Background: an optimization exercise with open tools, aiming at small area. Do not read the settings as production practice. At most, simulation tests tie the RTL to the original design; equivalence was not proved. Function not checked in runs 1 to 4: the RTL went through the layout flow alone. Power is estimated from default activity; no workload was simulated.

$ cat flow/run.sh
#!/bin/bash
# synth_recipe.tcl (not shown) runs the flow's synth.tcl, then flattens the netlist and writes it again
# the make line also repeats each setting of config.mk as NAME=value (left out here)
make -C /OpenROAD-flow-scripts/flow DESIGN_CONFIG=/design/flow/config.mk WORK_HOME=/design/flow/orfs CLKGATE_MAP_FILE= SYNTH_SCRIPT=/design/flow/synth_recipe.tcl finish
$ cat flow/config.mk
export PLATFORM = sky130hd
export DESIGN_NAME = quadrature_position_speed_tracker
export DESIGN_NICKNAME = quadrature_position_speed_tracker
export VERILOG_FILES = /design/flow/design.v
export SDC_FILE = /design/flow/constraint.sdc
export NUM_CORES = 4
export LEC_CHECK = 0
export CAP_MARGIN = 20
export CORE_MARGIN = 2
export CORE_UTILIZATION = 40
export PLACE_DENSITY = 0.6
export SLEW_MARGIN = 20
$ cat flow/constraint.sdc
create_clock -name core_clock -period 15.0 [get_ports {clk}]
set_input_delay 3.0000 -clock core_clock [delete_from_list [all_inputs] [get_ports {clk}]]
set_output_delay 3.0000 -clock core_clock [all_outputs]
set_load 0.01 [all_outputs]
$ cat flow/design.v
module qpst_rca #(
  parameter int W = 8
) (
  input  logic [W-1:0] a,
  input  logic [W-1:0] b,
  input  logic         ci,
  output logic [W-1:0] s,
  output logic         co
);
  logic [W:0] c;
  assign c[0] = ci;
  for (genvar i = 0; i < W; i++) begin : g_bit
    assign s[i]   = a[i] ^ b[i] ^ c[i];
    assign c[i+1] = (a[i] & b[i]) | (c[i] & (a[i] ^ b[i]));
  end
  assign co = c[W];
endmodule
module quadrature_position_speed_tracker (
  input  logic        clk,
  input  logic        rst,
  input  logic        sample_valid,
  output logic        sample_ready,
  input  logic [1:0]  sample_op,
  input  logic [15:0] sample_count,
  output logic        result_valid,
  input  logic        result_ready,
  output logic [31:0] result_total_count,
  output logic [15:0] result_delta_count,
  output logic        result_direction,
  output logic [31:0] result_shaft_rpm,
  output logic [31:0] result_shaft_rps,
  output logic [15:0] result_mech_angle,
  output logic [15:0] result_elec_angle,
  output logic [31:0] result_index_count,
  input  logic        cfg_valid,
  output logic        cfg_ready,
  input  logic [1:0]  cfg_index,
  input  logic [31:0] cfg_data
);
  logic [20:0] cpr;
  logic [7:0]  pp;
  logic [31:0] rpm_gain;
  logic [31:0] rps_gain;
  logic [31:0] total;
  logic [15:0] delta;
  logic        dir;
  logic [31:0] rpm;
  logic [31:0] rps;
  logic [31:0] index;
  logic [15:0] mech;    
  logic [20:0] rem;     
  logic        busy;
  logic [5:0]  cnt;
  logic        icy;     
  assign cfg_ready = !rst;
  assign result_total_count = total;
  assign result_delta_count = delta;
  assign result_direction   = dir;
  assign result_shaft_rpm   = rpm;
  assign result_shaft_rps   = rps;
  assign result_mech_angle  = mech;
  assign result_elec_angle  = rem[15:0];
  assign result_index_count = index;
  wire start = sample_valid && !busy && (!result_valid || result_ready);
  wire last  = busy && (cnt == 6'd55);
  assign sample_ready = last;
  wire op_speed = (sample_op == 2'd0);
  wire op_index = (sample_op == 2'd1);
  wire op_clear = (sample_op == 2'd2);
  wire op_pos   = (sample_op == 2'd3);
  wire upd = start;
  wire clr = rst || (upd && op_clear);
  always_ff @(posedge clk) begin
    if (rst) begin
      cpr      <= 21'd4096;
      pp       <= 8'd1;
      rpm_gain <= 32'd96000;
      rps_gain <= 32'd1600;
    end else if (cfg_valid) begin
      case (cfg_index)
        2'd0: cpr      <= cfg_data[20:0];
        2'd1: pp       <= cfg_data[7:0];
        2'd2: rpm_gain <= cfg_data;
        default: rps_gain <= cfg_data;
      endcase
    end
  end
  wire [15:0] step;
  wire        nbor;
  qpst_rca #(16) u_step (.a(sample_count), .b(~total[15:0]), .ci(1'b1), .s(step), .co(nbor));
  wire        bor = !nbor;
  wire [15:0] thi;
  qpst_rca #(16) u_thi (.a(total[31:16]), .b({16{step[15] & !bor}}), .ci(bor & !step[15]),
                        .s(thi), .co());
  wire        mul_on = busy && op_speed && !cnt[5];
  wire [3:0]  mi     = cnt[3:0];
  wire        msel   = cnt[4];
  wire        mbit   = delta[mi];
  wire        mlast  = (mi == 4'd15);
  wire        mneg   = delta[15];
  wire [31:0] g      = msel ? rpm_gain : rps_gain;
  wire [31:0] mb     = mbit ? (mlast ? ~g : g) : 32'd0;
  wire        mcin   = (mbit && mlast) || (mneg ? (mi < 4'd7) : (mi == 4'd7));
  wire [31:0] msum;
  wire        mco;
  qpst_rca #(32) u_mul (.a({mech[7:0], rpm[31:8]}), .b(mb), .ci(mcin), .s(msum), .co(mco));
  wire        mtop   = (mbit && mlast) ? !mco : mco;
  wire [32:0] s      = {mtop, msum};
  wire [31:0] znext  = {s[24:0], rpm[7:1]};
  wire        fits   = (s[32:24] == 9'h000) || (s[32:24] == 9'h1FF);
  wire [31:0] mres   = (mlast && !fits) ? {s[32], {31{!s[32]}}} : znext;
  wire        tneg   = total[31];
  wire        frac   = (cnt[5:4] == 2'b10);
  wire        ephase = (cnt[5:4] == 2'b11);
  wire        dbit   = cnt[5] ? (tneg && !cnt[4]) : (total[~cnt[4:0]] ^ tneg);
  wire        ppbit  = pp[~cnt[2:0]];
  wire [21:0] dt     = {rem, dbit};
  wire [21:0] db     = ephase ? {6'd0, mech & {16{ppbit}}} : {1'b1, ~cpr};
  wire [21:0] dd;
  wire        ge;
  qpst_rca #(22) u_div (.a(dt), .b(db), .ci(!ephase), .s(dd), .co(ge));
  wire [20:0] rnext  = (ge || ephase) ? dd[20:0] : dt[20:0];
  wire        qbit   = (ge ^ tneg) && (cpr != 21'd0);
  always_ff @(posedge clk) begin
    if (upd || (busy && cnt == 6'd47)) rem <= 21'd0;
    else if (busy) rem <= rnext;
    if (upd) mech[7:0] <= 8'd0;
    else if (mul_on) mech[7:0] <= mlast ? 8'd0 : s[32:25];
    else if (busy && frac) mech <= {mech[14:0], qbit};
  end
  wire irot = busy && op_index && !cnt[5];
  always_ff @(posedge clk) begin
    if (clr) begin
      total <= 32'd0;
      delta <= 16'd0;
    end else if (upd) begin
      if (op_speed || op_pos) total <= {thi, sample_count};
      if (op_speed) delta <= step;
    end
    if (clr) index <= 32'd0;
    else if (irot) index <= {index[0] ^ icy, index[31:1]};
    if (upd) icy <= 1'b1;
    else if (irot) icy <= icy & index[0];
    if (rst) dir <= 1'b0;
    else if (upd && op_speed) dir <= step[15];
    if (clr || (upd && op_speed) || (mul_on && mlast && !msel)) rpm <= 32'd0;
    else if (mul_on) rpm <= mres;
    if (clr) rps <= 32'd0;
    else if (mul_on && mlast && !msel) rps <= mres;
  end
  always_ff @(posedge clk) begin
    if (rst) begin
      busy         <= 1'b0;
      result_valid <= 1'b0;
    end else begin
      if (start) busy <= 1'b1;
      else if (last) busy <= 1'b0;
      if (last) result_valid <= 1'b1;
      else if (result_ready) result_valid <= 1'b0;
    end
    if (start) cnt <= 6'd0;
    else if (busy) cnt <= cnt + 6'd1;
  end
endmodule
==> flow_metrics.tcl, run 1 <==
set metrics [dict create \
    run_status "finished clean" \
    fin_tns_setup_ns 0 \
    wirelength_um 38050 \
    mappedNetlistArea_sq_um 13800 \
    clockPowerShare 0.415 \
    detail_route.first_pass.iterations 5 \
    synth_seq_cells 284 \
    cts_htree_levels 2 \
    critPathSlowestCell "sky130_fd_sc_hd__fa_2" \
    final.min_clock_period_ns 14.58 \
    holdCritPathClass "flip-flop to flip-flop" \
    syn2layout_area_growth_pct 31.99 \
    grt_start_max_net_pins 85 \
    post_synth_num_cell_types 54 \
    cts_buffer_depth 3 \
    tightest_slew_ns 1.016 \
    drt_iter0_markers 670 \
    grt_use_total 0.2110 \
    finalInstanceArea_sq_um 18220 \
    final_layout_size_suffix_gt1_frac 0.1273 \
    nets 1881 \
    floorplan.die_area_sq_um 36000 \
    ys.warnings.count 1 \
    place_ws_ns -0.6462 \
    route.detailed.vias_per_inst 5.116 \
    post-dp-hpwl_um 26860 \
    cap_violations 0 \
    timing.critical_path.required_ns 15.44 \
    route.detailed.drc 0 \
    postLayoutCoreUtil 0.5313 \
    globalRouteOverflowTotal 0 \
    synth_top_cell_area_share 0.4004 \
    initial_utilization 0.4025 \
    p_comb_frac 0.190 \
    path_max_fanout 3 \
    worst_slew_margin_rel 0.3230 \
    chipHeight_um 189.7 \
    dp.cells 2151 \
    clock_transition_at_the_registers_of_the_reported_paths_ns 0.06 \
    ctsRootBufferMaster "sky130_fd_sc_hd__clkbuf_16" \
    fin_crit_sh 0.9717 \
    synth_nets 1663 \
    timing_worst_setup_path_type "input port to flip-flop" \
    ctsHoldBuffers 0 \
    synthCells 1516 \
    i_o_buffers 236 \
    critical-path-top-cell-by-count "sky130_fd_sc_hd__fa_2" \
    finalSetupViolCount 0 \
    setup.worst_path.end_class "flip-flop" \
    timing.clock.skew_ns 0.02855 \
    switching_portion_of_total_power 0.2758 \
    final_antenna_net_count 0 \
    worst_setup_path_start_kind "input port" \
    cts_num_sinks 284 \
    arrival_ns 15.02 \
    synth-edff-count 8 \
    power.leakage_nw 6.600 \
    maxClockFrequency_mhz 68.61 \
    chipWidth_um 189.7 \
    synthTopCellsByArea "sky130_fd_sc_hd__dfxtp_1, sky130_fd_sc_hd__fa_1, sky130_fd_sc_hd__nand2_1, sky130_fd_sc_hd__a21oi_1, sky130_fd_sc_hd__a221o_1" \
    grt_first_pass_wirelength_um 61200 \
    internal-power_mw 1.551 \
    finalMaxSlewViolations 0 \
    hold_slack_ns 0.4530 \
    ir_drop_v 0.00007179 \
    grt_antenna_before_repair 0 \
    report.power.total_mw 2.142 \
    grt_setup_unrepaired "no" \
    synth_area_per_cell_sq_um 9.103 \
    io-pin-count 237 \
    design.core.area_sq_um 34290 \
    first_global_vias 11121 \
    count_of_fill_cells_added_during_filler_insertion 3146 \
    hold_viol 0 \
    max_stage_delay_ns 0.58 \
    vias 11333 \
    insertion_delay_ns 0.53 \
    proportion_of_power_drawn_by_flip_flops_and_latches 0.395 \
    synth_top_flop_cell "sky130_fd_sc_hd__dfxtp_1" \
    tritoncts "built" \
    gp_congestion 0.8107 \
    tritoncts.num_buffers 34 \
    routed_wire_length_per_instance_um 17.18 \
    ys_async_sr_fraction 0 \
    p_per_area_nw_per_um2 117.6 \
    place_area_sq_um 16870 \
    layout_setup_ws_ns 0.4242 \
    std_cell_rows 68 \
    post_layout_nonfiller_instances 2215 \
    netlist.top_cell.by_area "sky130_fd_sc_hd__dfxtp_1" \
    synth.yosys.seq_area_share 0.4178 \
    net-switching-power_mw 0.5906 \
]
flip-flops by register name (all words and copies together), names as in the netlist:
name / cells
index: 32
rpm: 32
rpm_gain: 32
rps: 32
rps_gain: 32
total: 32
cpr: 21
rem: 21
delta: 16
mech: 16
pp: 8
cnt: 6
busy: 1
dir: 1
icy: 1
result_valid: 1
what timing repair did:
action	in CTS	in global routing
buffers inserted	1	0
pin swaps	4	10
setup endpoints to repair	63	59
resized for setup	24	3
gates cloned	1	0
cells in the mapped netlist, types with 4 or more instances:
library cell	n
sky130_fd_sc_hd__xor2_1	12
sky130_fd_sc_hd__mux4_2	13
sky130_fd_sc_hd__inv_1	60
sky130_fd_sc_hd__ha_1	7
sky130_fd_sc_hd__nor3_1	7
sky130_fd_sc_hd__nor4_1	5
sky130_fd_sc_hd__o21ai_0	11
sky130_fd_sc_hd__mux2i_1	45
sky130_fd_sc_hd__a21oi_1	188
sky130_fd_sc_hd__a211oi_1	24
sky130_fd_sc_hd__buf_1	6
sky130_fd_sc_hd__dfxtp_1	276
sky130_fd_sc_hd__nand2b_1	29
sky130_fd_sc_hd__o211ai_1	16
sky130_fd_sc_hd__clkbuf_1	83
sky130_fd_sc_hd__mux2_1	4
sky130_fd_sc_hd__nand2_1	351
sky130_fd_sc_hd__nand3_1	16
sky130_fd_sc_hd__nand3b_1	5
sky130_fd_sc_hd__nor2_1	94
sky130_fd_sc_hd__nand4_1	5
sky130_fd_sc_hd__a221o_1	62
sky130_fd_sc_hd__buf_4	21
sky130_fd_sc_hd__xnor2_1	26
sky130_fd_sc_hd__edfxtp_1	8
sky130_fd_sc_hd__or3_1	4
sky130_fd_sc_hd__fa_1	83
sky130_fd_sc_hd__buf_2	13
worst max-delay path, delay by kind of cell:
kind / cells / cell delay, ns
AOI/OAI and AO/OA: 1 / 0.13
xor gates and xnor gates: 1 / 0.13
adders and majority gates: 31 / 11.12
buffers and inverters: 4 / 0.26
and+or+nand+nor: 2 / 0.36
power by group through the flow:
| stage | clock network (mW) | registers (mW) | logic (mW) |
|---|---|---|---|
| after floorplan | 0 | 0.849 | 0.290 |
| after global placement | 0 | 0.862 | 0.401 |
| after detailed placement | 0 | 0.863 | 0.409 |
| after CTS | 0.902 | 0.847 | 0.413 |
| after global routing | 0.934 | 0.855 | 0.463 |
| final | 0.889 | 0.846 | 0.407 |
path summary, 6_finish.rpt:
path | depth (start not counted) | endpoint | from | slack (ns)
max reg2reg | 49 | rpm[25] | cnt[2] | 0.55
min | 2 | rpm_gain[22] | rpm_gain[22] | 0.45
min reg2reg | 2 | rpm_gain[22] | rpm_gain[22] | 0.45
max | 39 | total[31] | sample_count[0] | 0.42
kinds of logic after synthesis:
| kind of cell | after synthesis | synth area share |
|---|---|---|
| adders and majority gates | 90 | 0.1267 |
| buffers and inverters | 188 | 0.05966 |
| xor gates and xnor gates | 39 | 0.02611 |
| and+or+nand+nor | 535 | 0.1619 |
| AOI/OAI and AO/OA | 317 | 0.1496 |
| DFF | 284 | 0.4178 |
| muxes | 63 | 0.05820 |
per-layer routing:
layer / track usage / up-vias / wire length [um]
met2: 0.3446 / 310 / 17560
li1: - / 5534 / -
met4: 0.05367 / 0 / 843
met1: 0.2855 / 5436 / 17180
met5: 0 / - / 0
met3: 0.04501 / 53 / 2471
layout make-up:
class	count	area [sq um]	share of cell area
Inverter	62	232.7	0.01278
Tap cell	455	569.3	0.03125
Timing Repair Buffer	308	2982	0.1637
Sequential cell	284	5773	0.3169
Clock buffer	48	1006	0.05522
Clock inverter	13	212.7	0.01168
Antenna cell	1	2.502	0.0001374
Multi-Input combinational cell	1044	7438	0.4083
cells in the final DEF, fill, tap and decap left out, types with 4 or more instances in the layout:
| master | synthesis | layout |
|---|---|---|
| sky130_fd_sc_hd__nand2_1 | 351 | 351 |
| sky130_fd_sc_hd__dfxtp_1 | 276 | 272 |
| sky130_fd_sc_hd__clkdlybuf4s50_1 | 0 | 233 |
| sky130_fd_sc_hd__a21oi_1 | 188 | 188 |
| sky130_fd_sc_hd__nor2_1 | 94 | 90 |
| sky130_fd_sc_hd__buf_4 | 21 | 66 |
| sky130_fd_sc_hd__a221o_1 | 62 | 62 |
| sky130_fd_sc_hd__inv_1 | 60 | 58 |
| sky130_fd_sc_hd__fa_2 | 0 | 56 |
| sky130_fd_sc_hd__mux2i_1 | 45 | 45 |
| sky130_fd_sc_hd__clkbuf_16 | 0 | 36 |
| sky130_fd_sc_hd__nand2b_1 | 29 | 28 |
| sky130_fd_sc_hd__fa_1 | 83 | 27 |
| sky130_fd_sc_hd__xnor2_1 | 26 | 26 |
| sky130_fd_sc_hd__a211oi_1 | 24 | 24 |
| sky130_fd_sc_hd__o211ai_1 | 16 | 16 |
| sky130_fd_sc_hd__nand3_1 | 16 | 15 |
| sky130_fd_sc_hd__mux4_2 | 13 | 13 |
| sky130_fd_sc_hd__xor2_1 | 12 | 12 |
| sky130_fd_sc_hd__o21ai_0 | 11 | 10 |
| sky130_fd_sc_hd__edfxtp_1 | 8 | 8 |
| sky130_fd_sc_hd__ha_1 | 7 | 6 |
| sky130_fd_sc_hd__clkinv_2 | 0 | 6 |
| sky130_fd_sc_hd__clkbuf_1 | 83 | 6 |
| sky130_fd_sc_hd__clkbuf_8 | 0 | 6 |
| sky130_fd_sc_hd__nand3b_1 | 5 | 5 |
| sky130_fd_sc_hd__nand4_1 | 5 | 5 |
| sky130_fd_sc_hd__nor4_1 | 5 | 5 |
| sky130_fd_sc_hd__bufinv_16 | 0 | 5 |
| sky130_fd_sc_hd__mux2_1 | 4 | 4 |
| sky130_fd_sc_hd__nor3_1 | 7 | 4 |
| sky130_fd_sc_hd__or3_1 | 4 | 4 |
| sky130_fd_sc_hd__buf_12 | 0 | 4 |
==> inputs of run 2 (changes only) <==
--- a/flow/config.mk
+++ b/flow/config.mk
@@ -7,6 +7,7 @@
 export LEC_CHECK = 0
 export CAP_MARGIN = 20
 export CORE_MARGIN = 2
-export CORE_UTILIZATION = 40
-export PLACE_DENSITY = 0.6
+export CORE_UTILIZATION = 65
+export CTS_BUF_LIST = sky130_fd_sc_hd__clkbuf_4
+export PLACE_DENSITY = 0.75
 export SLEW_MARGIN = 20
==> run 2 against run 1 <==
Still clean on timing, DRC and antenna. Clock skew up 0.025 ns. Setup slack worse by 0.021 ns. Sequential cell count unchanged. Cell count down 5.3%. Critical path type is now flip-flop to flip-flop. Largest cell class unchanged.
==> flow_metrics.tcl, run 2 <==
set metrics [dict create \
    mostFrequentLayoutCells "sky130_fd_sc_hd__nand2_1, sky130_fd_sc_hd__dfxtp_1, sky130_fd_sc_hd__clkdlybuf4s50_1, sky130_fd_sc_hd__a21oi_1, sky130_fd_sc_hd__clkbuf_4" \
    globalRouteOverflowTotal 0 \
    dp.cells 1967 \
    vias 12058 \
    met3_wire_length_um 2853 \
    tightest_slew_ns 0.9362 \
    timing_worst_setup_path_type "flip-flop to flip-flop" \
    grt_setup_unrepaired "yes" \
    report.power.total_mw 1.929 \
    tritoncts "built" \
    critPathSlowestCell "sky130_fd_sc_hd__or4b_4" \
    i_o_buffers 236 \
    drt_iter0_markers 832 \
    setup.worst_path.end_class "flip-flop" \
    ctsHoldBuffers 0 \
    netlist.top_cell.by_area "sky130_fd_sc_hd__dfxtp_1" \
    synth_top_cell_area_share 0.4004 \
    ys_async_sr_fraction 0 \
    cts_buffer_depth 3 \
    synth-edff-count 8 \
    cts_num_sinks 284 \
    synth_nets 1663 \
    syn2layout_area_growth_pct 28.42 \
    net-switching-power_mw 0.5743 \
    ys.warnings.count 1 \
    proportion_of_power_drawn_by_flip_flops_and_latches 0.437 \
    timing.critical_path.required_ns 15.59 \
    mappedNetlistArea_sq_um 13800 \
    grt_first_pass_wirelength_um 58530 \
    synth_seq_cells 284 \
    max_stage_delay_ns 0.52 \
    power.leakage_nw 6.552 \
    detail_route.first_pass.iterations 5 \
    route.detailed.vias_per_inst 5.750 \
    synth_top_flop_cell "sky130_fd_sc_hd__dfxtp_1" \
    route.met2.wl_um 18570 \
    insertion_delay_ns 0.68 \
    clock_transition_at_the_registers_of_the_reported_paths_ns 0.06 \
    clockPowerShare 0.348 \
    worst_slew_margin_rel 0.3759 \
    timing.clock.skew_ns 0.05335 \
    ctsRootBufferMaster "sky130_fd_sc_hd__clkbuf_4" \
    arrival_ns 15.19 \
    cap_violations 0 \
    critical-path-top-cell-by-count "sky130_fd_sc_hd__fa_2" \
    run_status "finished clean" \
    fin_tns_setup_ns 0 \
    fin_crit_sh 0.9731 \
    io-pin-count 237 \
    design.core.area_sq_um 20960 \
    synth_area_per_cell_sq_um 9.103 \
    finalSetupViolCount 0 \
    tritoncts.num_buffers 73 \
    final.min_clock_period_ns 14.60 \
    post_synth_num_cell_types 54 \
    synthTopCellsByArea "sky130_fd_sc_hd__dfxtp_1, sky130_fd_sc_hd__fa_1, sky130_fd_sc_hd__nand2_1, sky130_fd_sc_hd__a21oi_1, sky130_fd_sc_hd__a221o_1" \
    p_comb_frac 0.216 \
    post-dp-hpwl_um 25100 \
    floorplan.die_area_sq_um 22410 \
    std_cell_rows 53 \
    first_global_vias 11856 \
    gp_congestion 0.9095 \
    initial_utilization 0.6586 \
    chipWidth_um 149.7 \
    hold_viol 0 \
    grt_use_total 0.3281 \
    cts_htree_levels 3 \
    path_max_fanout 15 \
    nets 1918 \
    chipHeight_um 149.7 \
    grt_start_max_net_pins 85 \
    internal-power_mw 1.354 \
    postLayoutCoreUtil 0.8458 \
    hold_slack_ns 0.4534 \
    synth.yosys.seq_area_share 0.4178 \
    worst_setup_path_start_kind "flip-flop" \
    route.detailed.drc 0 \
    wirelength_um 37240 \
    wirelength_met1_um 14610 \
    maxClockFrequency_mhz 68.51 \
    switching_portion_of_total_power 0.2978 \
    post_layout_nonfiller_instances 2097 \
    grt_antenna_before_repair 1 \
    final_layout_size_suffix_gt1_frac 0.1533 \
    routed_wire_length_per_instance_um 17.76 \
    synthCells 1516 \
    holdCritPathClass "flip-flop to flip-flop" \
    p_per_area_nw_per_um2 108.8 \
    route.top_layer_used "met4" \
    synth.most_common_cell "sky130_fd_sc_hd__nand2_1" \
    finalMaxSlewViolations 0 \
    layout.cells.most_common "sky130_fd_sc_hd__nand2_1" \
    ys_top_cells_by_count "sky130_fd_sc_hd__nand2_1, sky130_fd_sc_hd__dfxtp_1, sky130_fd_sc_hd__a21oi_1" \
    final_antenna_net_count 0 \
    ir_drop_v 0.00007809 \
]
==> run 2: worst paths after layout <==
kind	from	endpoint	slack (ns)	cells after the start
worst max-delay path	cnt[2]	rpm[13]	0.40	49
worst min-delay path	rps_gain[19]	rps_gain[19]	0.45	2
worst max register to register	cnt[2]	rpm[13]	0.40	49
worst min register to register	rps_gain[19]	rps_gain[19]	0.45	2
==> run 2: worst max-delay path: cells and delay by family, from the launching register on <==
kind            cells  cell delay (ns)
fa+ha+maj          32            10.79
buf+inv             6             0.73
simple gates        5             1.04
mux                 2             0.84
flops               1             0.39
compound gates      4             0.73
==> run 2: cell type report <==
type,count,area [sq um]
Timing Repair Buffer,306,3003
Antenna cell,2,5.005
Multi-Input combinational cell,1044,7447
Fill cell,1298,3232
Inverter,62,232.7
Clock inverter,17,116.4
Clock buffer,107,803.3
Sequential cell,284,5772
Tap cell,275,344.1
==> run 2: cell families (layout without fill, tap and decap cells) <==
family                   after synthesis  count (layout)  synth area share
adder cells (fa/ha/maj)               90              90            0.1267
AND/OR/NAND/NOR                      535             535            0.1619
XOR/XNOR                              39              39           0.02611
AO/OA/AOI/OAI                        317             317            0.1496
flip-flops                           284             284            0.4178
buffers and inverters                188             492           0.05966
other                                  0               2                 0
multiplexers                          63              63           0.05820
==> run 2: power groups by stage <==
stage,registers (mW),clock network [mW],logic [mW]
floorplan,0.849,0,0.290
global placement,0.856,0,0.392
detailed placement,0.858,0,0.410
CTS,0.841,0.677,0.414
global route,0.848,0.723,0.467
finish,0.842,0.670,0.416
==> run 2: through the flow <==
step | cell area, sq um | worst slack (ns)
2_1_floorplan | 13920 | -0.01343
3_3_place_gp | 16590 | -0.5369
3_5_place_dp | 16620 | -0.7115
4_1_cts | 17690 | 0.006377
5_1_grt | 17720 | -0.007052
6_report | 17720 | 0.4033
==> run 2: repair_timing <==
item                       in CTS  in global routing
pin swaps                       6                 21
gates resized for setup        22                  9
setup buffers                   2                  0
hold endpoints to repair        0                  0
setup endpoints to repair      63                 64
cloned                          2                  0
==> run 2: layer usage <==
metal	track usage	vias to the layer above
li1	-	5649
met1	0.4014	5815
met2	0.5644	518
met3	0.06616	76
met4	0.1429	0
met5	0	-
==> inputs of run 3 (changes only) <==
==> flow/flow/run.sh (new file) <==
#!/bin/bash
# The standard layout (standard.sh), with smaller cells where the standard flow's defaults
# pick larger ones: buf_1 port buffers and a clkbuf_4 clock tree without dummy loads.
set -euo pipefail
export BUFFER_PORTS_ARGS="-buffer_cell sky130_fd_sc_hd__buf_1"
export CTS_ARGS="-sink_clustering_enable -repair_clock_nets -buf_list sky130_fd_sc_hd__clkbuf_4 -dont_use_dummy_load"
bash standard.sh \
  "BUFFER_PORTS_ARGS=$BUFFER_PORTS_ARGS" \
  "CTS_ARGS=$CTS_ARGS" \
  finish > standard.log 2>&1
==> flow/standard.sh (new file) <==
#!/bin/bash
# synth_recipe.tcl (not shown) runs the flow's synth.tcl, then flattens the netlist and writes it again
# the make line also repeats each setting of config.mk as NAME=value (left out here)
make -C /OpenROAD-flow-scripts/flow DESIGN_CONFIG=/design/flow/config.mk WORK_HOME=/design/flow/orfs CLKGATE_MAP_FILE= SYNTH_SCRIPT=/design/flow/synth_recipe.tcl "${@:-finish}"
--- a/flow/config.mk
+++ b/flow/config.mk
@@ -8,6 +8,5 @@
 export CAP_MARGIN = 20
 export CORE_MARGIN = 2
 export CORE_UTILIZATION = 65
-export CTS_BUF_LIST = sky130_fd_sc_hd__clkbuf_4
 export PLACE_DENSITY = 0.75
 export SLEW_MARGIN = 20
removed: flow/run.sh
==> run 3 against run 2 <==
Die area unchanged. Non-clock buffer count is 2 higher. Area after synthesis is the same. Core utilization is 8.6 points lower. Cell count down 2.2%. Routed wire length down 5.2%. Via count fell by 1.9%. Final area shrank 10%. Maximum frequency down 0.16%. Sequential share of layout area increased by 3.7 points. Critical path depth fell by 10. Largest cell class unchanged. Highest routed layer unchanged.
==> flow_metrics.tcl, run 3 <==
set metrics [dict create \
    grt_setup_unrepaired "no" \
    synth_top_cell_area_share 0.4004 \
    mostFrequentLayoutCells "sky130_fd_sc_hd__nand2_1, sky130_fd_sc_hd__dfxtp_1, sky130_fd_sc_hd__buf_1, sky130_fd_sc_hd__a21oi_1, sky130_fd_sc_hd__nor2_1" \
    ys_top_cells_by_count "sky130_fd_sc_hd__nand2_1, sky130_fd_sc_hd__dfxtp_1, sky130_fd_sc_hd__a21oi_1" \
    route.detailed.drc 0 \
    critical-path-top-cell-by-count "sky130_fd_sc_hd__fa_2" \
    wirelength_um 35290 \
    post_synth_num_cell_types 54 \
    synth-edff-count 8 \
    tightest_slew_ns 0.9601 \
    post-dp-hpwl_um 24470 \
    synth_nets 1663 \
    route.detailed.vias_per_inst 5.769 \
    post_layout_nonfiller_instances 2050 \
    timing_worst_setup_path_type "input port to flip-flop" \
    grt_use_total 0.3167 \
    p_per_area_nw_per_um2 107.8 \
    critPathSlowestCell "sky130_fd_sc_hd__fa_2" \
    synth.most_common_cell "sky130_fd_sc_hd__nand2_1" \
    finalMaxSlewViolations 0 \
    nets 1922 \
    first_global_vias 11556 \
    layout.cells.most_common "sky130_fd_sc_hd__nand2_1" \
    holdCritPathClass "flip-flop to flip-flop" \
    clock_transition_at_the_registers_of_the_reported_paths_ns 0.06 \
    cap_violations 0 \
    cts_buffer_depth 3 \
    final_layout_size_suffix_gt1_frac 0.1387 \
    worst_setup_path_start_kind "input port" \
    routed_wire_length_per_instance_um 17.21 \
    final_antenna_net_count 0 \
    netlist.top_cell.by_area "sky130_fd_sc_hd__dfxtp_1" \
    net-switching-power_mw 0.5342 \
    ys.warnings.count 1 \
    mappedNetlistArea_sq_um 13800 \
    setup.worst_path.end_class "flip-flop" \
    power.leakage_nw 5.788 \
    synth_top_flop_cell "sky130_fd_sc_hd__dfxtp_1" \
    vias 11826 \
    synthTopCellsByArea "sky130_fd_sc_hd__dfxtp_1, sky130_fd_sc_hd__fa_1, sky130_fd_sc_hd__nand2_1, sky130_fd_sc_hd__a21oi_1, sky130_fd_sc_hd__a221o_1" \
    synth.yosys.seq_area_share 0.4178 \
    internal-power_mw 1.182 \
    grt_first_pass_wirelength_um 56820 \
    synth_seq_cells 284 \
    proportion_of_power_drawn_by_flip_flops_and_latches 0.493 \
    i_o_buffers 236 \
    syn2layout_area_growth_pct 15.30 \
    globalRouteOverflowTotal 0 \
    chipWidth_um 149.7 \
    maxClockFrequency_mhz 68.40 \
    floorplan.die_area_sq_um 22410 \
    synthCells 1516 \
    design.core.area_sq_um 20960 \
    timing.critical_path.required_ns 15.60 \
    ctsRootBufferMaster "sky130_fd_sc_hd__clkbuf_4" \
    p_comb_frac 0.215 \
    report.power.total_mw 1.716 \
    grt_antenna_before_repair 2 \
    dp.cells 1968 \
    tritoncts.num_buffers 75 \
    cts_htree_levels 3 \
    insertion_delay_ns 0.67 \
    final.min_clock_period_ns 14.62 \
    path_max_fanout 3 \
    max_stage_delay_ns 0.62 \
    arrival_ns 15.22 \
    gp_congestion 0.9512 \
    initial_utilization 0.6586 \
    worst-r2r-setup-slack_ns 0.46 \
    cts_num_sinks 284 \
    grt_start_max_net_pins 85 \
    finalSetupViolCount 0 \
    switching_portion_of_total_power 0.3113 \
    clockPowerShare 0.292 \
    tritoncts "built" \
    worst_slew_margin_rel 0.3599 \
    drt_iter0_markers 686 \
    ir_drop_v 0.00006522 \
    synth_area_per_cell_sq_um 9.103 \
    std_cell_rows 53 \
    chipHeight_um 149.7 \
    io-pin-count 237 \
    detail_route.first_pass.iterations 5 \
    timing.clock.skew_ns 0.08266 \
    run_status "finished clean" \
    ys_async_sr_fraction 0 \
    fin_crit_sh 0.9747 \
    hold_viol 0 \
]
-- run 3: cell types whose count changed in the layout (fill, tap and decap cells not counted), moves of 15 or more --
cell,previous run,this run
sky130_fd_sc_hd__clkbuf_4,107,75
sky130_fd_sc_hd__buf_1,0,235
sky130_fd_sc_hd__clkdlybuf4s50_1,233,0
sky130_fd_sc_hd__clkinv_1,17,2
-- run 3: cells by family after synthesis --
kind of cell               after synthesis  share of synthesized area
AOI/OAI and AO/OA                      317                     0.1496
xor gates and xnor gates                39                    0.02611
adders and majority gates               90                     0.1267
buffers and inverters                  188                    0.05966
DFF                                    284                     0.4178
muxes                                   63                    0.05820
and+or+nand+nor                        535                     0.1619
-- run 3: worst max-delay path: cells and delay by family --
kind            cells  cell delay [ns]
xor+xnor            1             0.13
fa+ha+maj          31            11.33
compound gates      1             0.14
buf+inv             4             0.24
simple gates        2             0.36
-- run 3: final timing paths --
kind,from,endpoint,cells after the start
worst max-delay path,sample_count[0],total[31],39
worst min-delay path,index[14],index[13],2
worst max register to register,cnt[2],rpm[16],49
worst min register to register,index[14],index[13],2
-- run 3: area by class of cell --
class                      instances  area [sq um]
fill                            1584          5042
multi-input combinational       1044          7441
inverter                          62         232.7
clock buffer                      75         563.0
antenna                            2         5.005
tap                              275         344.1
sequential                       284          5776
timing repair buffer             308          1551
-- run 3: per-layer routing --
layer  share of wire  up-vias  wire length [um]  track usage
met1            0.40     5656             14070       0.3941
met4           0.040        0              1396       0.1401
met2            0.48      461             16960       0.5250
li1                -     5607                 -            -
met3           0.081      102              2862      0.07805
met5               0        -                 0            0
-- run 3: power groups by stage --
stage | Sequential [mW] | Combinational (mW) | Clock (mW)
final | 0.845 | 0.369 | 0.502
after global routing | 0.853 | 0.421 | 0.550
after CTS | 0.845 | 0.369 | 0.513
after detailed placement | 0.860 | 0.364 | 0
after global placement | 0.859 | 0.346 | 0
after floorplan | 0.849 | 0.290 | 0
-- run 3: per-stage QoR --
| stage | area (sq um) | setup slack (ns) | TNS, ns | hold slack (ns) | utilization |
|---|---|---|---|---|---|
| floorplan | 13920 | -0.01343 | -0.01343 | 0.4331 | - |
| global placement | 15150 | -0.4150 | -19.71 | 0.4406 | 0.7231 |
| detailed placement | 15170 | -0.5626 | -27.56 | 0.4467 | 0.7239 |
| CTS | 15880 | 0.05139 | 0 | 0.4251 | 0.7578 |
| global route | 15910 | 0.04429 | 0 | 0.4593 | 0.7593 |
| finish | 15910 | 0.3798 | 0 | 0.4328 | 0.7594 |
-- run 3: repair_timing --
| action | CTS | global route |
|---|---|---|
| endpoints found under the setup margin | 62 | 31 |
| gates resized for setup | 23 | 4 |
| setup buffers | 3 | 0 |
| pin swaps | 4 | 6 |
| gates cloned | 2 | 0 |
| hold buffers | 0 | 0 |
==> inputs of run 4 (changes only) <==
==> flow/flow/run.sh (replaced) <==
#!/bin/bash
# The standard layout (standard.sh), with smaller cells where the standard flow's defaults
# pick larger ones: buf_1 port buffers, clkbuf_4 clock tree without dummy loads, and power
# (size) recovery on paths with positive slack after global routing.
set -euo pipefail
export BUFFER_PORTS_ARGS="-buffer_cell sky130_fd_sc_hd__buf_1"
export CTS_ARGS="-sink_clustering_enable -repair_clock_nets -buf_list sky130_fd_sc_hd__clkbuf_4 -dont_use_dummy_load"
export RECOVER_POWER=100
bash standard.sh \
  "BUFFER_PORTS_ARGS=$BUFFER_PORTS_ARGS" \
  "CTS_ARGS=$CTS_ARGS" \
  "RECOVER_POWER=$RECOVER_POWER" \
  finish > standard.log 2>&1
==> run 4 against run 3 <==
The layout now fails its checks (capacitance limit, slew limit). Worst hold slack about the same. Setup slack lost 0.046 ns. Sequential power barely moved. Clock-buffer cell count unchanged. Clock skew is 0.00074 ns lower. Cell count unchanged. Synthesized cell count unchanged. Die area stayed put. Critical path type unchanged.
==> flow_metrics.tcl, run 4 <==
set metrics [dict create \
    run_status "finished with violations" \
    check-failures "capacitance limit, slew limit" \
    synth_nets 1663 \
    tightest_slew_ns 3.842 \
    worst_setup_path_start_kind "input port" \
    grt_start_max_net_pins 85 \
    synth-edff-count 8 \
    nets 1922 \
    wirelength_um 35430 \
    synth.yosys.seq_area_share 0.4178 \
    synth_seq_cells 284 \
    design.core.area_sq_um 20960 \
    finalMaxSlewViolations 227 \
    final_layout_size_suffix_gt1_frac 0.1235 \
    route.detailed.vias_per_inst 5.767 \
    clock_transition_at_the_registers_of_the_reported_paths_ns 0.06 \
    critical-path-top-cell-by-count "sky130_fd_sc_hd__fa_2" \
    mappedNetlistArea_sq_um 13800 \
    grt_first_pass_wirelength_um 56820 \
    arrival_ns 15.22 \
    floorplan.die_area_sq_um 22410 \
    final.min_clock_period_ns 14.67 \
    insertion_delay_ns 0.67 \
    ir_drop_v 0.00006520 \
    post-dp-hpwl_um 24470 \
    mostFrequentLayoutCells "sky130_fd_sc_hd__nand2_1, sky130_fd_sc_hd__dfxtp_1, sky130_fd_sc_hd__buf_1, sky130_fd_sc_hd__a21oi_1, sky130_fd_sc_hd__nor2_1" \
    grt_use_total 0.3167 \
    timing.critical_path.required_ns 15.56 \
    tritoncts.num_buffers 75 \
    multiInputGateArea_sq_um 7408 \
    timing.clock.skew_ns 0.08193 \
    critPathSlowestCell "sky130_fd_sc_hd__fa_2" \
    syn2layout_area_growth_pct 14.45 \
    ctsRootBufferMaster "sky130_fd_sc_hd__clkbuf_4" \
    ys_async_sr_fraction 0 \
    worst_slew_margin_rel -1.561 \
    chipWidth_um 149.7 \
    fin_tns_setup_ns 0 \
    worst-r2r-setup-slack_ns 0.50 \
    globalRouteOverflowTotal 0 \
    first_global_vias 11556 \
    max_stage_delay_ns 0.62 \
    chipHeight_um 149.7 \
    place_ws_ns -0.5626 \
    power.leakage_nw 5.704 \
    synth_top_cell_area_share 0.4004 \
    grt_antenna_before_repair 2 \
    layout.area.seq_sq_um 5773 \
    synth_top_flop_cell "sky130_fd_sc_hd__dfxtp_1" \
    vias 11823 \
    finalSetupViolCount 0 \
    hold_slack_ns 0.4324 \
    cap_violations 3 \
    initial_utilization 0.6586 \
    post_synth_num_cell_types 54 \
    std_cell_rows 53 \
    cts_num_sinks 284 \
    netlist.top_cell.by_area "sky130_fd_sc_hd__dfxtp_1" \
    layout.cells.most_common "sky130_fd_sc_hd__nand2_1" \
    cts_htree_levels 3 \
    fin_crit_sh 0.9777 \
    grt_setup_unrepaired "no" \
    count_of_fill_cells_added_during_filler_insertion 1601 \
    postLayoutCoreUtil 0.7538 \
    synth.most_common_cell "sky130_fd_sc_hd__nand2_1" \
    synthCells 1516 \
    path_max_fanout 3 \
    dp.cells 1968 \
    maxClockFrequency_mhz 68.18 \
    synth_area_per_cell_sq_um 9.103 \
    io-pin-count 237 \
    timing_worst_setup_path_type "input port to flip-flop" \
    layout_setup_ws_ns 0.3338 \
    i_o_buffers 236 \
    gp_congestion 0.9512 \
    routed_wire_length_per_instance_um 17.28 \
    drt_iter0_markers 739 \
    tritoncts "built" \
    post_layout_nonfiller_instances 2050 \
    ys_top_cells_by_count "sky130_fd_sc_hd__nand2_1, sky130_fd_sc_hd__dfxtp_1, sky130_fd_sc_hd__a21oi_1" \
    hold_viol 0 \
    p_per_area_nw_per_um2 108.4 \
    ys.warnings.count 1 \
    detail_route.first_pass.iterations 7 \
    route.detailed.drc 0 \
    holdCritPathClass "flip-flop to flip-flop" \
    cts_buffer_depth 3 \
    setup.worst_path.end_class "flip-flop" \
    final_antenna_net_count 0 \
    synthTopCellsByArea "sky130_fd_sc_hd__dfxtp_1, sky130_fd_sc_hd__fa_1, sky130_fd_sc_hd__nand2_1, sky130_fd_sc_hd__a21oi_1, sky130_fd_sc_hd__a221o_1" \
]
[run 4: area by class of cell]
| class | instances | share of cell area |
|---|---|---|
| repair buffers | 308 | 0.09300 |
| inverters | 62 | 0.01473 |
| diodes | 2 | 0.0003169 |
| well taps | 275 | 0.02178 |
| flip-flops and latches | 284 | 0.3655 |
| clock buffers | 75 | 0.03565 |
| multi-input cells | 1044 | 0.4690 |
[run 4: timing repair]
item                       CTS  global route
buffers inserted             3             0
pin swaps                    4             6
setup endpoints to repair   62            31
gates cloned                 2             0
resized for setup           23             4
hold buffers                 0             0
hold endpoints to repair     0             0
[run 4: metrics by stage]
step / total power [mW] / cell area [sq um]
finish: 1.712 / 15800
global route: 1.822 / 15790
CTS: 1.726 / 15880
detailed placement: 1.225 / 15170
global placement: 1.205 / 15150
floorplan: 1.139 / 13920
[run 4: report_power, final]
part	internal, mW	switching, mW
clock	0.227	0.272
sequential	0.801	0.0443
combinational	0.152	0.216
total	1.18	0.532
[run 4: logic make-up (layout without fill, tap and decap cells)]
kind of cell | count (synthesis) | count (layout) | share of synthesized area
XOR/XNOR | 39 | 39 | 0.02611
multiplexers | 63 | 63 | 0.05820
other | 0 | 2 | 0
AND/OR/NAND/NOR | 535 | 535 | 0.1619
flip-flops | 284 | 284 | 0.4178
AO/OA/AOI/OAI | 317 | 317 | 0.1496
buffers and inverters | 188 | 445 | 0.05966
adder cells (fa/ha/maj) | 90 | 90 | 0.1267
[run 4: worst paths after layout]
kind	endpoint	start	cells after the start
setup reg to reg	rpm[16]	cnt[2]	49
hold / removal	index[13]	index[14]	2
setup / recovery	total[31]	sample_count[0]	39
hold reg to reg	index[13]	index[14]	2
[run 4: critical path, delay by kind of cell]
kind / cells / cell delay [ns]
AO/OA/AOI/OAI: 1 / 0.14
XOR/XNOR: 1 / 0.13
adder cells (fa/ha/maj): 31 / 11.34
buffers and inverters: 4 / 0.24
AND/OR/NAND/NOR: 2 / 0.36
[run 4: layer usage]
layer	vias up	share of wire	track usage
li1	5602	-	-
met1	5658	0.40	0.3941
met2	464	0.48	0.5250
met3	99	0.082	0.07805
met4	0	0.039	0.1401
met5	-	0	0
==> inputs of run 5 (changes only) <==
--- a/flow/design.v
+++ b/flow/design.v
@@ -70,20 +70,16 @@
   wire op_pos   = (sample_op == 2'd3);
   wire upd = start;
   wire clr = rst || (upd && op_clear);
+  wire [31:0] rst32 = {32{rst}};
+  wire [31:0] wd_cpr = (cfg_data & ~rst32) | (32'd4096  & rst32);
+  wire [31:0] wd_pp  = (cfg_data & ~rst32) | (32'd1     & rst32);
+  wire [31:0] wd_rpm = (cfg_data & ~rst32) | (32'd96000 & rst32);
+  wire [31:0] wd_rps = (cfg_data & ~rst32) | (32'd1600  & rst32);
   always_ff @(posedge clk) begin
-    if (rst) begin
-      cpr      <= 21'd4096;
-      pp       <= 8'd1;
-      rpm_gain <= 32'd96000;
-      rps_gain <= 32'd1600;
-    end else if (cfg_valid) begin
-      case (cfg_index)
-        2'd0: cpr      <= cfg_data[20:0];
-        2'd1: pp       <= cfg_data[7:0];
-        2'd2: rpm_gain <= cfg_data;
-        default: rps_gain <= cfg_data;
-      endcase
-    end
+    if (rst || (cfg_valid && cfg_index == 2'd0)) cpr      <= wd_cpr[20:0];
+    if (rst || (cfg_valid && cfg_index == 2'd1)) pp       <= wd_pp[7:0];
+    if (rst || (cfg_valid && cfg_index == 2'd2)) rpm_gain <= wd_rpm;
+    if (rst || (cfg_valid && cfg_index == 2'd3)) rps_gain <= wd_rps;
   end
   wire [15:0] step;
   wire        nbor;
==> flow/flow/run.sh (replaced) <==
#!/bin/bash
# The standard layout (standard.sh), with smaller cells where the standard flow's defaults
# pick larger ones: buf_1 port buffers, and a clock tree of larger clusters on one buffer
# type, without dummy loads.
set -euo pipefail
export BUFFER_PORTS_ARGS="-buffer_cell sky130_fd_sc_hd__buf_1"
export CTS_ARGS="-sink_clustering_enable -repair_clock_nets -buf_list sky130_fd_sc_hd__clkbuf_16 -sink_clustering_size 32 -sink_clustering_max_diameter 80 -dont_use_dummy_load"
bash standard.sh \
  "BUFFER_PORTS_ARGS=$BUFFER_PORTS_ARGS" \
  "CTS_ARGS=$CTS_ARGS" \
  finish > standard.log 2>&1
--- a/flow/config.mk
+++ b/flow/config.mk
@@ -5,8 +5,8 @@
 export SDC_FILE = /design/flow/constraint.sdc
 export NUM_CORES = 4
 export LEC_CHECK = 0
-export CAP_MARGIN = 20
+export CAP_MARGIN = 0
 export CORE_MARGIN = 2
 export CORE_UTILIZATION = 65
 export PLACE_DENSITY = 0.75
-export SLEW_MARGIN = 20
+export SLEW_MARGIN = 0
==> run 5 against run 4 <==
Now clean on timing, DRC and antenna. Maximum frequency is 0.71% lower. Final area is 1.8% lower. Routed wire length fell by 12%. Critical path type unchanged. Largest cell class is now registers. Highest routed layer unchanged.
==> flow_metrics.tcl, run 5 <==
set metrics [dict create \
    run_status "finished clean" \
    cap_violations 0 \
    power.leakage_nw 5.502 \
    worst_r2r_path_depth 45 \
    routed_wire_length_per_instance_um 17.82 \
    worst_setup_path_start_kind "input port" \
    syn2layout_area_growth_pct 13.39 \
    critical-path-top-delay-family "adder cells" \
    ir_drop_v 0.0001092 \
    fin_tns_setup_ns 0 \
    initial_utilization 0.6567 \
    timing_worst_setup_path_type "input port to flip-flop" \
    timing.critical_path.required_ns 15.40 \
    synth_nets 1415 \
    post_synth_num_cell_types 51 \
    cts_htree_levels 1 \
    io-pin-count 237 \
    postCtsSetupRepairBufs 0 \
    p_per_area_nw_per_um2 105.0 \
    antenna_cells_inserted 0 \
    final_antenna_net_count 0 \
    detail_route.first_pass.iterations 5 \
    chipWidth_um 149.0 \
    cts_num_sinks 284 \
    synthTopCellsByArea "sky130_fd_sc_hd__dfxtp_1, sky130_fd_sc_hd__edfxtp_1, sky130_fd_sc_hd__fa_1, sky130_fd_sc_hd__nand2_1, sky130_fd_sc_hd__mux2i_1" \
    ctsRootBufferMaster "sky130_fd_sc_hd__clkbuf_16" \
    synth_seq_cells 284 \
    layout.cells.most_common "sky130_fd_sc_hd__buf_1" \
    nets 1625 \
    synth_top_cell_area_share 0.2679 \
    mappedNetlistArea_sq_um 13670 \
    ys.warnings.count 1 \
    holdCritPathClass "flip-flop to flip-flop" \
    final_layout_size_suffix_gt1_frac 0.1199 \
    synth_top_flop_cell "sky130_fd_sc_hd__dfxtp_1" \
    setup.worst_path.end_class "flip-flop" \
    cts_buffer_depth 3 \
    synthCells 1268 \
    final.min_clock_period_ns 14.77 \
    fin_crit_sh 0.9847 \
    path_max_fanout 3 \
    route.detailed.vias_per_inst 5.613 \
    wirelength_um 31200 \
    netlist.top_cell.by_area "sky130_fd_sc_hd__dfxtp_1" \
    drt_iter0_markers 734 \
    max_stage_delay_ns 0.60 \
    hold_viol 0 \
    clock_transition_at_the_registers_of_the_reported_paths_ns 0.12 \
    gp_congestion 0.9209 \
    synth.most_common_cell "sky130_fd_sc_hd__dfxtp_1" \
    timing.clock.skew_ns 0.03948 \
    route.detailed.drc 0 \
    worst_min_delay_path_endpoint "index[16]" \
    mostFrequentLayoutCells "sky130_fd_sc_hd__buf_1, sky130_fd_sc_hd__dfxtp_1, sky130_fd_sc_hd__nand2_1, sky130_fd_sc_hd__nor2_1, sky130_fd_sc_hd__edfxtp_1" \
    worst_slew_margin_rel 0.1754 \
    critical-path-top-cell-by-count "sky130_fd_sc_hd__fa_2" \
    std_cell_rows 53 \
    post_layout_nonfiller_instances 1751 \
    regToRegStartpoint "cnt[0]" \
    insertion_delay_ns 0.50 \
    grt_first_pass_wirelength_um 48590 \
    design.core.area_sq_um 20820 \
    floorplan.die_area_sq_um 22210 \
    grt_setup_unrepaired "yes" \
    grt_use_total 0.2767 \
    synth.yosys.seq_area_share 0.4897 \
    critical_path.n_buffers_inverters 4 \
    critPathSlowestCell "sky130_fd_sc_hd__fa_2" \
    globalRouteOverflowTotal 0 \
    maxClockFrequency_mhz 67.70 \
    post-dp-hpwl_um 22650 \
    tritoncts "built" \
    hold-path-cell-count 2 \
    arrival_ns 15.18 \
    hold_path_startpoint "index[17]" \
    dp.cells 1737 \
    synth-edff-count 101 \
    tritoncts.num_buffers 14 \
    tightest_slew_ns 1.236 \
    finalMaxSlewViolations 0 \
    ys_async_sr_fraction 0 \
    ys_top_cells_by_count "sky130_fd_sc_hd__dfxtp_1, sky130_fd_sc_hd__nand2_1, sky130_fd_sc_hd__nor2_1" \
    grt_antenna_before_repair 0 \
    first_global_vias 9389 \
    i_o_buffers 236 \
    grt_start_max_net_pins 81 \
    finalSetupViolCount 0 \
    chipHeight_um 149.0 \
    vias 9828 \
    regToRegEndpoint "rpm[9]" \
    worst-r2r-setup-slack_ns 0.55 \
    synth_area_per_cell_sq_um 10.78 \
]
[run 5: cell count changes after synthesis, moves of 32 or more]
cell	delta
sky130_fd_sc_hd__nand2_1	-186
sky130_fd_sc_hd__a21oi_1	-93
sky130_fd_sc_hd__dfxtp_1	-93
sky130_fd_sc_hd__nor2b_1	+32
sky130_fd_sc_hd__edfxtp_1	+93
sky130_fd_sc_hd__nor2_1	+44
[run 5: cells by family after synthesis]
logic type               Yosys count  synth area share
adder cells (fa/ha/maj)           90            0.1279
flip-flops                       284            0.4897
buffers and inverters            160           0.05234
AND/OR/NAND/NOR                  389            0.1228
multiplexers                      76           0.06972
XOR/XNOR                          40           0.02617
AO/OA/AOI/OAI                    229            0.1114
[run 5: where the power goes]
part           switching, mW  internal, mW  total (mW)
sequential            0.0402         0.851       0.892
combinational          0.197         0.142       0.339
clock                  0.229         0.169       0.398
[run 5: layout make-up]
class	instances	area (sq um)
inverters	60	230.2
clock buffers	14	350.3
multi-input cells	824	6491
well taps	275	344.1
flip-flops and latches	284	6701
repair buffers	294	1388
fillers	1546	5318
[run 5: how the worst max path moves through the flow]
stage,start,endpoint,slack [ns],cells past startpoint
floorplan,sample_count[0],total[31],-0.03,38
global placement,cnt[0],rpm[17],-0.31,45
detailed placement,cnt[0],rpm[22],-0.51,45
CTS,cnt[0],rpm[9],0.02,45
global route,sample_count[0],total[31],-0.09,39
finish,sample_count[0],total[31],0.23,39
[run 5: per-layer routing]
metal,vias to the layer above,share of wire,global-route usage,wire (um)
li1,4720,-,-,-
met1,4712,0.42,0.3775,13260
met2,336,0.47,0.4507,14750
met3,60,0.066,0.05321,2072
met4,0,0.036,0.09286,1123
met5,-,0,0,0
[run 5: worst register-to-register path: cells and delay by family (launching register included)]
family	cells	cell delay, ns
adder cells (fa/ha/maj)	32	11.34
flip-flops	1	0.42
multiplexers	3	1.00
AND/OR/NAND/NOR	3	0.44
buffers and inverters	4	0.37
AO/OA/AOI/OAI	3	0.75
[run 5: what timing repair did]
action	in CTS	in global routing
resized for setup	11	25
endpoints found under the setup margin	63	64
hold buffers	0	0
[run 5: per-stage QoR]
stage	total power, mW	instance area [sq um]	worst slack [ns]	utilization	hold WS, ns
6_report	1.629	15500	0.2288	0.7446	0.4439
5_1_grt	1.713	15500	-0.08872	0.7446	0.4641
4_1_cts	1.638	15430	0.01760	0.7411	0.4463
3_5_place_dp	1.248	15050	-0.5055	0.7227	0.4569
3_3_place_gp	1.235	15050	-0.3054	0.7227	0.4509
2_1_floorplan	1.162	13780	-0.03310	-	0.4447
==> inputs of run 6 (changes only) <==
==> flow/flow/run.sh (replaced) <==
#!/bin/bash
# The standard layout (standard.sh), with smaller cells where the standard flow's defaults
# pick larger ones: buf_1 port buffers, and a clock tree of larger clusters on one buffer
# type, without dummy loads.
set -euo pipefail
export BUFFER_PORTS_ARGS="-buffer_cell sky130_fd_sc_hd__buf_1"
export CTS_ARGS="-sink_clustering_enable -repair_clock_nets -buf_list sky130_fd_sc_hd__clkbuf_8 -sink_clustering_size 16 -sink_clustering_max_diameter 60 -dont_use_dummy_load"
bash standard.sh \
  "BUFFER_PORTS_ARGS=$BUFFER_PORTS_ARGS" \
  "CTS_ARGS=$CTS_ARGS" \
  finish > standard.log 2>&1
--- a/flow/config.mk
+++ b/flow/config.mk
@@ -7,6 +7,6 @@
 export LEC_CHECK = 0
 export CAP_MARGIN = 0
 export CORE_MARGIN = 2
-export CORE_UTILIZATION = 65
-export PLACE_DENSITY = 0.75
+export CORE_UTILIZATION = 80
+export PLACE_DENSITY = 0.85
 export SLEW_MARGIN = 0
==> run 6 against run 5 <==
Combinational power increased by 11%. Total power rose by 0.95%. Synthesized cell count unchanged. Maximum frequency shrank 0.58%. Still clean.
==> flow_metrics.tcl, run 6 <==
set metrics [dict create \
    floorplan.die_area_sq_um 18150 \
    synthCells 1268 \
    final.min_clock_period_ns 14.86 \
    arrival_ns 15.35 \
    insertion_delay_ns 0.58 \
    setup.worst_path.end_class "flip-flop" \
    gp_congestion 0.9817 \
    cts_htree_levels 1 \
    initial_utilization 0.8217 \
    holdCritPathClass "flip-flop to flip-flop" \
    syn2layout_area_growth_pct 13.41 \
    chipWidth_um 134.7 \
    layout_setup_ws_ns 0.1429 \
    post-dp-hpwl_um 25400 \
    report.power.total_mw 1.644 \
    first_global_vias 11271 \
    cts_buffer_depth 3 \
    worst-r2r-setup-slack_ns 0.31 \
    synthTopCellsByArea "sky130_fd_sc_hd__dfxtp_1, sky130_fd_sc_hd__edfxtp_1, sky130_fd_sc_hd__fa_1, sky130_fd_sc_hd__nand2_1, sky130_fd_sc_hd__mux2i_1" \
    hold_path_startpoint "index[24]" \
    synth_seq_cells 284 \
    grt_start_max_net_pins 82 \
    p_per_area_nw_per_um2 106.0 \
    hold_viol 0 \
    std_cell_rows 47 \
    critical_path.startpoint "sample_count[0]" \
    max_stage_delay_ns 0.60 \
    antenna_cells_inserted 0 \
    clock_transition_at_the_registers_of_the_reported_paths_ns 0.10 \
    tightest_slew_ns 1.374 \
    wirelength_um 40840 \
    mostFrequentLayoutCells "sky130_fd_sc_hd__buf_1, sky130_fd_sc_hd__dfxtp_1, sky130_fd_sc_hd__nand2_1, sky130_fd_sc_hd__nor2_1, sky130_fd_sc_hd__edfxtp_1" \
    run_status "finished clean" \
    worst_r2r_path_depth 47 \
    ir_drop_v 0.0001053 \
    routed_wire_length_per_instance_um 23.86 \
    route.detailed.drc 0 \
    timing.critical_path.required_ns 15.49 \
    place_area_sq_um 14980 \
    netlist.top_cell.by_area "sky130_fd_sc_hd__dfxtp_1" \
    path_max_fanout 3 \
    ys.warnings.count 1 \
    worst_slew_margin_rel 0.07461 \
    maxClockFrequency_mhz 67.31 \
    timing.clock.skew_ns 0.04214 \
    mappedNetlistArea_sq_um 13670 \
    synth.most_common_cell "sky130_fd_sc_hd__dfxtp_1" \
    critical-path-top-delay-family "adder cells" \
    worst_setup_path_start_kind "input port" \
    grt_antenna_before_repair 0 \
    dp.cells 1684 \
    grt_setup_unrepaired "yes" \
    hold-path-cell-count 2 \
    fin_tns_setup_ns 0 \
    chipHeight_um 134.7 \
    ctsHoldBuffers 0 \
    synth_top_cell_area_share 0.2679 \
    worst_min_delay_path_endpoint "index[24]" \
    final_antenna_net_count 0 \
    finalMaxSlewViolations 0 \
    nets 1641 \
    io-pin-count 237 \
    regToRegEndpoint "rps[30]" \
    synth_nets 1415 \
    worstSetupPathDepth 39 \
    place_ws_ns -1.328 \
    regToRegStartpoint "cnt[0]" \
    detail_route.first_pass.iterations 6 \
    i_o_buffers 236 \
    synth_top_flop_cell "sky130_fd_sc_hd__dfxtp_1" \
    synth-edff-count 101 \
    hold_slack_ns 0.4766 \
    tritoncts "built" \
    drt_iter0_markers 1352 \
    ys_top_cells_by_count "sky130_fd_sc_hd__dfxtp_1, sky130_fd_sc_hd__nand2_1, sky130_fd_sc_hd__nor2_1" \
    power.leakage_nw 5.531 \
    postLayoutCoreUtil 0.9319 \
    grt_first_pass_wirelength_um 60370 \
    timing_worst_setup_path_type "input port to flip-flop" \
    ys_async_sr_fraction 0 \
    final_layout_size_suffix_gt1_frac 0.1320 \
    layout.cells.most_common "sky130_fd_sc_hd__buf_1" \
    critical-path-top-cell-by-count "sky130_fd_sc_hd__fa_2" \
    critPathSlowestCell "sky130_fd_sc_hd__fa_2" \
    design.core.area_sq_um 16640 \
    cap_violations 0 \
    synth.yosys.seq_area_share 0.4897 \
    synth_area_per_cell_sq_um 10.78 \
    tritoncts.num_buffers 21 \
    critical_path.n_buffers_inverters 4 \
    vias 11559 \
    grt_use_total 0.4326 \
    ctsRootBufferMaster "sky130_fd_sc_hd__clkbuf_8" \
    route.detailed.vias_per_inst 6.752 \
    post_synth_num_cell_types 51 \
    fin_crit_sh 0.9905 \
    post_layout_nonfiller_instances 1712 \
    cts_num_sinks 284 \
    globalRouteOverflowTotal 0 \
    finalSetupViolCount 0 \
    finalInstanceArea_sq_um 15510 \
]
==> run 6: cell types whose count changed in the layout (fill, tap and decap cells not counted), moves of 3 or more <==
cell	previous run	this run
sky130_fd_sc_hd__clkbuf_8	0	21
sky130_fd_sc_hd__clkbuf_16	14	0
sky130_fd_sc_hd__fa_2	52	56
sky130_fd_sc_hd__buf_4	53	59
sky130_fd_sc_hd__nor2_2	6	3
sky130_fd_sc_hd__fa_1	31	27
sky130_fd_sc_hd__nor2_4	1	5
==> run 6: how the worst max path moves through the flow <==
stage	to
2_1_floorplan	total[31]
5_1_grt	total[31]
3_5_place_dp	rpm[21]
6_report	total[31]
4_1_cts	total[31]
3_3_place_gp	rpm[16]
==> run 6: per-layer routing <==
metal	part of all wire	up-vias	routed length (um)	global-route usage
met1	0.32	5506	13270	0.5106
li1	-	4745	-	-
met3	0.11	247	4603	0.08671
met2	0.49	1061	20030	0.7397
met5	0	-	0	0
met4	0.072	0	2938	0.2532
==> run 6: tightest hold or removal path: stages (launching register included) <==
cell and delay, ns:
sky130_fd_sc_hd__dfxtp_1 0.33, sky130_fd_sc_hd__nand2_1 0.05, sky130_fd_sc_hd__a21oi_1 0.05
==> run 6: where the power goes <==
| part | total, mW | internal [mW] | switching [mW] |
|---|---|---|---|
| Clock | 0.370 | 0.126 | 0.244 |
| Combinational | 0.377 | 0.150 | 0.227 |
| Sequential | 0.897 | 0.852 | 0.0456 |
==> run 6: cell families after synthesis <==
| group | Yosys count | synth area share |
|---|---|---|
| AO/OA/AOI/OAI | 229 | 0.1114 |
| XOR/XNOR | 40 | 0.02617 |
| adder cells (fa/ha/maj) | 90 | 0.1279 |
| buffers and inverters | 160 | 0.05234 |
| flip-flops | 284 | 0.4897 |
| multiplexers | 76 | 0.06972 |
| AND/OR/NAND/NOR | 389 | 0.1228 |
==> run 6: repair_timing <==
item                       4_1_cts  5_1_grt
pin swaps                        3        1
resized for setup               23       21
cloned                           3        0
setup endpoints to repair       63       65
buffers inserted                 1        2
==> run 6: layout make-up <==
cell class / instances / area [sq um]
inverters: 60 / 227.7
multi-input cells: 826 / 6546
flip-flops and latches: 284 / 6701
fillers: 566 / 1134
repair buffers: 301 / 1469
clock buffers: 21 / 289.0
well taps: 220 / 275.3
==> inputs of run 7 (changes only) <==
--- a/flow/config.mk
+++ b/flow/config.mk
@@ -7,6 +7,6 @@
 export LEC_CHECK = 0
 export CAP_MARGIN = 0
 export CORE_MARGIN = 2
-export CORE_UTILIZATION = 80
-export PLACE_DENSITY = 0.85
+export CORE_UTILIZATION = 90
+export PLACE_DENSITY = 0.95
 export SLEW_MARGIN = 0
==> run 7 against run 6 <==
The flow now stops in global placement (3_3_place_gp). Area after synthesis unchanged. Synthesized cell count unchanged.
==> flow_metrics.tcl, run 7 <==
set metrics [dict create \
    run_status "did not finish" \
    failed_stage "global placement (3_3_place_gp)" \
    error_line "[ERROR GPL-0301] Utilization 100.313 % exceeds 100%." \
    synth_area_per_cell_sq_um 10.78 \
    netlist.top_cell.by_area "sky130_fd_sc_hd__dfxtp_1" \
    ys_top_cells_by_count "sky130_fd_sc_hd__dfxtp_1, sky130_fd_sc_hd__nand2_1, sky130_fd_sc_hd__nor2_1" \
    synth_top_cell_area_share 0.2679 \
    ys.warnings.count 1 \
    dominant_combinational_cell_family_by_area_after_synthesis "adder cells" \
    yosys.area_share.adder 0.1279 \
    post_synth_num_cell_types 51 \
    synthTopCellsByArea "sky130_fd_sc_hd__dfxtp_1, sky130_fd_sc_hd__edfxtp_1, sky130_fd_sc_hd__fa_1, sky130_fd_sc_hd__nand2_1, sky130_fd_sc_hd__mux2i_1" \
    synth.most_common_cell "sky130_fd_sc_hd__dfxtp_1" \
    chipWidth_um 127.3 \
    mappedNetlistArea_sq_um 13670 \
    synthSimpleGateAreaFrac 0.1228 \
    synthCells 1268 \
    ys_async_sr_fraction 0 \
    std_cell_rows 45 \
    synth_seq_cells 284 \
    initial_utilization 0.9096 \
    synth_xor_xnor_area_share 0.02617 \
    synth-edff-count 101 \
    i_o_buffers 236 \
    chipHeight_um 127.3 \
    post_synth_mux_area_share 0.06972 \
    synth.yosys.seq_area_share 0.4897 \
    io-pin-count 237 \
    synth-compound-area-share 0.1114 \
    synth_nets 1415 \
    synth_top_flop_cell "sky130_fd_sc_hd__dfxtp_1" \
]
-- run 7: cell counts after synthesis --
Identical to the previous run, type by type.
-- run 7: cells by family after synthesis --
kind of cell,Yosys count
simple gates,389
flops,284
compound gates,229
buf+inv,160
fa+ha+maj,90
mux,76
xor+xnor,40
==> inputs of run 8 (changes only) <==
--- a/flow/config.mk
+++ b/flow/config.mk
@@ -7,6 +7,6 @@
 export LEC_CHECK = 0
 export CAP_MARGIN = 0
 export CORE_MARGIN = 2
-export CORE_UTILIZATION = 90
-export PLACE_DENSITY = 0.95
+export CORE_UTILIZATION = 65
+export PLACE_DENSITY = 0.75
 export SLEW_MARGIN = 0
==> run 8 against run 7 <==
The run now finishes clean. Synthesized cell count stayed put. Area after synthesis stayed put.
==> flow_metrics.tcl, run 8 <==
set metrics [dict create \
    drt_iter0_markers 684 \
    setup.worst_path.end_class "flip-flop" \
    critical_path.startpoint "sample_count[0]" \
    postCtsSetupRepairBufs 0 \
    grt_setup_unrepaired "yes" \
    p_per_area_nw_per_um2 104.0 \
    globalRouteOverflowTotal 0 \
    regToRegEndpoint "rpm[12]" \
    power.leakage_nw 5.505 \
    ys.warnings.count 1 \
    regToRegStartpoint "cnt[0]" \
    gp_congestion 0.9209 \
    path_max_fanout 3 \
    cap_violations 0 \
    fin_crit_sh 0.9795 \
    run_status "finished clean" \
    i_o_buffers 236 \
    synth-edff-count 101 \
    hold_viol 0 \
    timing.critical_path.required_ns 15.48 \
    synth_top_flop_cell "sky130_fd_sc_hd__dfxtp_1" \
    final_antenna_net_count 0 \
    ctsHoldBuffers 0 \
    final.min_clock_period_ns 14.69 \
    cts_num_sinks 284 \
    nets 1635 \
    tritoncts.num_buffers 24 \
    gr-max-usage-layer "met2" \
    holdCritPathClass "flip-flop to flip-flop" \
    tritoncts "built" \
    timing_worst_setup_path_type "input port to flip-flop" \
    clock_transition_at_the_registers_of_the_reported_paths_ns 0.10 \
    grt_start_max_net_pins 81 \
    count_of_fill_cells_added_during_filler_insertion 1537 \
    vias 9901 \
    routed_wire_length_per_instance_um 17.67 \
    grt_use_met1 0.3788 \
    mostFrequentLayoutCells "sky130_fd_sc_hd__buf_1, sky130_fd_sc_hd__dfxtp_1, sky130_fd_sc_hd__nand2_1, sky130_fd_sc_hd__nor2_1, sky130_fd_sc_hd__edfxtp_1" \
    arrival_ns 15.18 \
    max_stage_delay_ns 0.60 \
    antenna_cells_inserted 0 \
    cts_htree_levels 1 \
    design.core.area_sq_um 20820 \
    netlist.top_cell.by_area "sky130_fd_sc_hd__dfxtp_1" \
    tightest_slew_ns 1.240 \
    critPathSlowestCell "sky130_fd_sc_hd__fa_2" \
    synth_top_cell_area_share 0.2679 \
    std_cell_rows 53 \
    worst_slew_margin_rel 0.1727 \
    synth_nets 1415 \
    synth_area_per_cell_sq_um 10.78 \
    detail_route.first_pass.iterations 5 \
    ys_top_cells_by_count "sky130_fd_sc_hd__dfxtp_1, sky130_fd_sc_hd__nand2_1, sky130_fd_sc_hd__nor2_1" \
    post_synth_num_cell_types 51 \
    grt_use_total 0.2784 \
    timing.clock.skew_ns 0.04384 \
    finalSetupViolCount 0 \
    hold_path_startpoint "index[11]" \
    route.detailed.vias_per_inst 5.622 \
    hold-path-cell-count 2 \
    final_layout_size_suffix_gt1_frac 0.1265 \
    ctsRootBufferMaster "sky130_fd_sc_hd__clkbuf_8" \
    chipHeight_um 149.0 \
    cts_buffer_depth 3 \
    layout_setup_ws_ns 0.3073 \
    post-dp-hpwl_um 22650 \
    route.detailed.drc 0 \
    initial_utilization 0.6567 \
    synthCells 1268 \
    grt_antenna_before_repair 0 \
    critical-path-top-cell-by-count "sky130_fd_sc_hd__fa_2" \
]
-- run 8: cell counts after synthesis --
No cell type changed its count.
-- run 8: area by class of cell --
| cell class | count | area, sq um | share of cell area |
|---|---|---|---|
| Sequential cell | 284 | 6701 | 0.4326 |
| Multi-Input combinational cell | 824 | 6497 | 0.4194 |
| Timing Repair Buffer | 294 | 1388 | 0.08957 |
| Tap cell | 275 | 344.1 | 0.02221 |
| Clock buffer | 24 | 330.3 | 0.02132 |
| Inverter | 60 | 230.2 | 0.01486 |
-- run 8: repair_timing --
item	in CTS	in global routing
gates cloned	0	0
resized for setup	11	26
setup endpoints to repair	63	64
-- run 8: critical path: cells and delay by family --
family / cells / cell delay [ns]
AND/OR/NAND/NOR: 2 / 0.35
adder cells (fa/ha/maj): 31 / 11.32
XOR/XNOR: 1 / 0.15
buffers and inverters: 4 / 0.21
AO/OA/AOI/OAI: 1 / 0.13
-- run 8: kinds of logic after synthesis --
group | after synthesis | share of synthesized area
flip-flops | 284 | 0.4897
adder cells (fa/ha/maj) | 90 | 0.1279
AND/OR/NAND/NOR | 389 | 0.1228
AO/OA/AOI/OAI | 229 | 0.1114
buffers and inverters | 160 | 0.05234
multiplexers | 76 | 0.06972
XOR/XNOR | 40 | 0.02617
-- run 8: stage by stage --
stage | total power [mW] | area [sq um] | setup TNS, ns | hold slack, ns
after floorplan | 1.162 | 13780 | -0.03310 | 0.4447
after global placement | 1.235 | 15050 | -16.99 | 0.4509
after detailed placement | 1.248 | 15050 | -30.27 | 0.4569
after CTS | 1.621 | 15410 | 0 | 0.4704
after global routing | 1.702 | 15490 | -0.01168 | 0.4889
final | 1.611 | 15490 | 0 | 0.4675
-- run 8: per-layer routing --
layer,share of wire,routed length (um)
met5,0,0
met4,0.032,983
met3,0.077,2380
met2,0.48,14790
met1,0.42,12960
-- run 8: where the power goes --
part / internal (mW) / switching (mW) / total [mW] / leakage [nW]
sequential: 0.851 / 0.0401 / 0.891 / 2.47
combinational: 0.142 / 0.196 / 0.338 / 2.86
clock: 0.143 / 0.238 / 0.381 / 0.173
-- run 8: how the worst max path moves through the flow --
stage | end
global placement | rpm[17]
floorplan | total[31]
finish | total[31]
CTS | rpm[12]
detailed placement | rpm[22]
global route | total[31]

Check on run 8: ideal ports give 0.307 ns setup slack; a clkbuf_16 on the clock port and buf_2 on the inputs give 0.304 ns; moving port delays by the midpoint clock arrival (0.587 ns) as well gives -0.283 ns.
